From an optimization exercise on the open Yosys and OpenROAD flow, aimed at small area, a short achievable clock period and few clock cycles per item; shortcuts taken in it are not production practice. Only simulation tests tie the RTL to the original design; equivalence was not proved.

==> job 9083 <==
==> flow/design.v <==
package hpq_pkg;
    localparam int VALUE_W  = 32;
    localparam int COUNT_W  = 8;
    localparam int STATUS_W = 2;
    typedef logic signed [VALUE_W-1:0] value_t;
    typedef enum logic
    {
        OP_INSERT = 1'b0,
        OP_REMOVE = 1'b1
    } op_t;
    typedef enum logic [STATUS_W-1:0]
    {
        STATUS_DONE  = 2'd0,
        STATUS_EMPTY = 2'd1,
        STATUS_FULL  = 2'd2
    } status_t;
    typedef enum logic [2:0]
    {
        ST_IDLE,
        ST_LAST,
        ST_UP,
        ST_DOWN,
        ST_PUT,
        ST_DONE
    } state_t;
    typedef struct packed
    {
        value_t               top_value;
        logic                 top_valid;
        logic [COUNT_W-1:0]   entry_count;
        status_t              status;
    } res_t;
endpackage
module hpq_mem #(
    parameter int CAPACITY = 128
) (
    input  logic                clk,
    input  logic                rst_n,
    input  logic                ins,         
    input  logic                rem,         
    input  hpq_pkg::value_t     key,
    output hpq_pkg::value_t     top_next,    
    output logic                nonempty,    
    output logic                gt1,         
    output logic                full         
);
    localparam int N = CAPACITY;
    localparam int W = hpq_pkg::VALUE_W;
    logic [N-1:0]   vld;
    logic [N-1:0]   stay;
    logic [N*W-1:0] ent;
    always_ff @(posedge clk or negedge rst_n)
    begin
        if (!rst_n)
        begin
            vld <= '0;
        end
        else if (ins)
        begin
            vld <= {vld[N-2:0], 1'b1};
        end
        else if (rem)
        begin
            vld <= {1'b0, vld[N-1:1]};
        end
    end
    genvar i;
    for (i = 0; i < N; i++)
    begin : g_ent
        hpq_pkg::value_t q;
        hpq_pkg::value_t up;
        hpq_pkg::value_t down;
        logic            prev_stay;
        assign stay[i]        = vld[i] && (q >= key);
        assign ent[i*W +: W]  = q;
        if (i == 0)
        begin : g_first
            assign prev_stay = 1'b1;
            assign down      = key;
        end
        else
        begin : g_rest
            assign prev_stay = stay[i-1];
            assign down      = ent[(i-1)*W +: W];
        end
        if (i == N - 1)
        begin : g_last
            assign up = q;
        end
        else
        begin : g_notlast
            assign up = ent[(i+1)*W +: W];
        end
        always_ff @(posedge clk)
        begin
            if (rem)
            begin
                q <= up;
            end
            else if (ins && !stay[i])
            begin
                q <= prev_stay ? key : down;
            end
        end
    end
    assign top_next = rem ? ent[W +: W]
                    : (ins && !stay[0]) ? key
                    : ent[0 +: W];
    assign nonempty = vld[0];
    assign gt1      = vld[1];
    assign full     = vld[N-1];
endmodule
module hpq_ctrl #(
    parameter int CAPACITY = 128
) (
    input  logic                clk,
    input  logic                rst_n,
    input  logic                req_valid,
    output logic                req_ready,
    input  logic                req_opcode,
    input  hpq_pkg::value_t     req_value,
    output logic                rsp_valid,
    input  logic                rsp_ready,
    output hpq_pkg::res_t       rsp
);
    localparam int CW = $clog2(CAPACITY + 1);
    logic               in_valid;
    logic               in_op;
    hpq_pkg::value_t    in_val;
    logic [1:0]         q_cnt;
    hpq_pkg::res_t      q_head;
    hpq_pkg::res_t      q_tail;
    logic               ready_reg;
    logic               take;
    logic               exec;
    logic               pop;
    logic               ins;
    logic               rem;
    logic               nonempty;
    logic               gt1;
    logic               full;
    hpq_pkg::value_t    top_next;
    logic [CW-1:0]      count_reg;
    logic [CW-1:0]      count_next;
    logic [CW+7:0]      count_ext;
    hpq_pkg::res_t      res;
    logic               in_valid_next;
    logic [1:0]         q_cnt_next;
    logic [2:0]         occ_next;
    assign take = req_valid && ready_reg;
    assign exec = in_valid && (q_cnt != 2'd2);
    assign pop  = (q_cnt != 2'd0) && rsp_ready;
    assign ins  = exec && (in_op == hpq_pkg::OP_INSERT) && !full;
    assign rem  = exec && (in_op == hpq_pkg::OP_REMOVE) && nonempty;
    hpq_mem #(
        .CAPACITY (CAPACITY)
    ) u_mem (
        .clk      (clk),
        .rst_n    (rst_n),
        .ins      (ins),
        .rem      (rem),
        .key      (in_val),
        .top_next (top_next),
        .nonempty (nonempty),
        .gt1      (gt1),
        .full     (full)
    );
    always_comb
    begin
        count_next = count_reg;
        if (ins)
        begin
            count_next = CW'(count_reg + 1'b1);
        end
        else if (rem)
        begin
            count_next = CW'(count_reg - 1'b1);
        end
    end
    assign count_ext     = (CW + 8)'(count_next);
    assign res.top_valid = ins || (rem ? gt1 : nonempty);
    assign res.top_value = res.top_valid ? top_next : '0;
    assign res.entry_count = count_ext[7:0];
    assign res.status    = (in_op == hpq_pkg::OP_INSERT)
                           ? (full ? hpq_pkg::STATUS_FULL : hpq_pkg::STATUS_DONE)
                           : (nonempty ? hpq_pkg::STATUS_DONE : hpq_pkg::STATUS_EMPTY);
    assign in_valid_next = take || (in_valid && !exec);
    always_comb
    begin
        q_cnt_next = q_cnt;
        if (exec && !pop)
        begin
            q_cnt_next = q_cnt + 1'b1;
        end
        else if (!exec && pop)
        begin
            q_cnt_next = q_cnt - 1'b1;
        end
    end
    assign occ_next = {2'b00, in_valid_next} + {1'b0, q_cnt_next};
    always_ff @(posedge clk or negedge rst_n)
    begin
        if (!rst_n)
        begin
            in_valid  <= 1'b0;
            q_cnt     <= 2'd0;
            count_reg <= '0;
            ready_reg <= 1'b1;
        end
        else
        begin
            in_valid  <= in_valid_next;
            q_cnt     <= q_cnt_next;
            count_reg <= count_next;
            ready_reg <= (occ_next <= 3'd2);
        end
    end
    always_ff @(posedge clk)
    begin
        if (!in_valid || exec)
        begin
            in_op  <= req_opcode;
            in_val <= req_value;
        end
        if (q_cnt == 2'd0 || (q_cnt == 2'd1 && pop))
        begin
            q_head <= res;
        end
        else if (pop)
        begin
            q_head <= q_tail;
        end
        if (exec)
        begin
            q_tail <= res;
        end
    end
    assign req_ready = ready_reg;
    assign rsp_valid = (q_cnt != 2'd0);
    assign rsp       = q_head;
endmodule
module max_heap_priority_queue_top #(
    parameter int CAPACITY = 128
) (
    input  logic        clk,
    input  logic        rst_n,
    input  logic        req_valid,
    output logic        req_ready,
    input  logic        req_opcode,
    input  logic [31:0] req_value,
    output logic        rsp_valid,
    input  logic        rsp_ready,
    output logic [31:0] rsp_top_value,
    output logic        rsp_top_valid,
    output logic [7:0]  rsp_entry_count,
    output logic [1:0]  rsp_status
);
    hpq_pkg::res_t      rsp;
    hpq_ctrl #(
        .CAPACITY (CAPACITY)
    ) u_ctrl (
        .clk       (clk),
        .rst_n     (rst_n),
        .req_valid (req_valid),
        .req_ready (req_ready),
        .req_opcode(req_opcode),
        .req_value (req_value),
        .rsp_valid (rsp_valid),
        .rsp_ready (rsp_ready),
        .rsp       (rsp)
    );
    assign rsp_top_value   = rsp.top_value;
    assign rsp_top_valid   = rsp.top_valid;
    assign rsp_entry_count = rsp.entry_count;
    assign rsp_status      = rsp.status;
endmodule
==> flow/run.sh <==
#!/bin/bash
# synth_recipe.tcl (not shown) runs the flow's synth.tcl, then flattens the netlist and writes it again
# the make line also repeats each setting of config.mk as NAME=value (left out here)
make -C /OpenROAD-flow-scripts/flow DESIGN_CONFIG=/design/flow/config.mk WORK_HOME=/design/flow/orfs CLKGATE_MAP_FILE= SYNTH_SCRIPT=/design/flow/synth_recipe.tcl finish
==> flow/config.mk <==
export PLATFORM = sky130hd
export DESIGN_NAME = max_heap_priority_queue_top
export DESIGN_NICKNAME = max_heap_priority_queue_top
export VERILOG_FILES = /design/flow/design.v
export SDC_FILE = /design/flow/constraint.sdc
export NUM_CORES = 4
export LEC_CHECK = 0
export CAP_MARGIN = 20
export CORE_MARGIN = 2
export CORE_UTILIZATION = 30
export PLACE_DENSITY = 0.4
export SLEW_MARGIN = 20
==> flow/constraint.sdc <==
create_clock -name core_clock -period 10.0 [get_ports {clk}]
set_input_delay 2.0000 -clock core_clock [delete_from_list [all_inputs] [get_ports {clk}]]
set_output_delay 2.0000 -clock core_clock [all_outputs]
set_load 0.01 [all_outputs]
==> job 6145 (differences from job 9083) <==
==> flow/flow/run.sh (new file) <==
#!/bin/bash
# Layout: the standard flow (standard.sh: the standard synthesis and the
# ORFS steps with config.mk), with two changes:
#  - timing repair aims at a setup margin of 6 ns instead of 0, so that it
#    works on every path longer than 4 ns (the clock period and constraints
#    stay as given);
#  - global routing uses flow/fastroute.tcl, which offers the global router
#    less of met1, to ease detailed routing.
# ORFS writes each tool's full output under orfs/logs/; make's own output
# goes to flow_make.log in this folder.
set -euo pipefail
bash standard.sh SETUP_SLACK_MARGIN=6 FASTROUTE_TCL="$PWD/flow/fastroute.tcl" finish > flow_make.log 2>&1
==> flow/flow/fastroute.tcl (new file) <==
# Global routing layers as the platform sets them, with less of met1's
# capacity offered to the global router, so that more wiring goes to the
# upper layers and met1 is left for reaching the cells' pins.
set_global_routing_layer_adjustment met1 0.5
set_global_routing_layer_adjustment met2 0.3
set_global_routing_layer_adjustment met3-met5 0.2
set_routing_layers -clock met3-met5
set_routing_layers -signal met1-met5
==> flow/standard.sh (new file) <==
#!/bin/bash
# synth_recipe.tcl (not shown) runs the flow's synth.tcl, then flattens the netlist and writes it again
# the make line also repeats each setting of config.mk as NAME=value (left out here)
make -C /OpenROAD-flow-scripts/flow DESIGN_CONFIG=/design/flow/config.mk WORK_HOME=/design/flow/orfs CLKGATE_MAP_FILE= SYNTH_SCRIPT=/design/flow/synth_recipe.tcl "${@:-finish}"
removed: flow/run.sh
==> notes <==
- Job 9083 went through all stages and came out clean. Job 6145 completed and failed the layout checks on max-slew violations.
- Of job 9083 and job 6145, job 6145 has the higher wire length (gap 14%, measured against job 6145).
- Between job 9083 and job 6145, the lower core utilization is in job 9083 (gap 8.2 points).
- Of job 6145 and job 9083, job 9083 has the higher critical path depth (gap 13).
- In flip-flop and latch count, job 6145 and job 9083 do not differ.
- In job 6145 the worst hold slack is better than in job 9083, by 0.0013 ns.
- Of job 9083 and job 6145, job 9083 has the higher clock skew (gap 0.00076 ns).
Testbench counts of job 9083, summed over its fixed seeds: cycles 12,016, items 12,000.
Testbench counts of job 6145, summed over its fixed seeds: cycles 12,016, items 12,000.

-- separate check: timing with driven ports --
Ports are ideal in the flow. The routed layouts listed here were re-timed in OpenROAD. Step 1, drivers: a clkbuf_16 drives clk and a buf_2 each remaining input, both assumed. Step 2, shift: input delay + t, output delay - t, t = (earliest + latest rising clock arrival at the registers) / 2. This alone moves slack from input paths to output paths. Slacks: ideal ports / drivers / drivers and shift; pairs: ideal ports / drivers.
run	shift t [ns]	slack for setup (ns)	latest minus earliest clock arrival (ns)	slew at the worst register clock pin (ns)	cell pins on the clock port's net
job 9083	1.307	3.869 / 3.869 / 3.869	0.068 / 0.068	0.07 / 0.07	1
job 6145	1.320	5.473 / 5.310 / 4.835	0.072 / 0.073	0.07 / 0.07	1
For job 6145, which loses most, drivers alone change the setup slack by -0.163 ns; drivers and shift together by -0.638 ns.
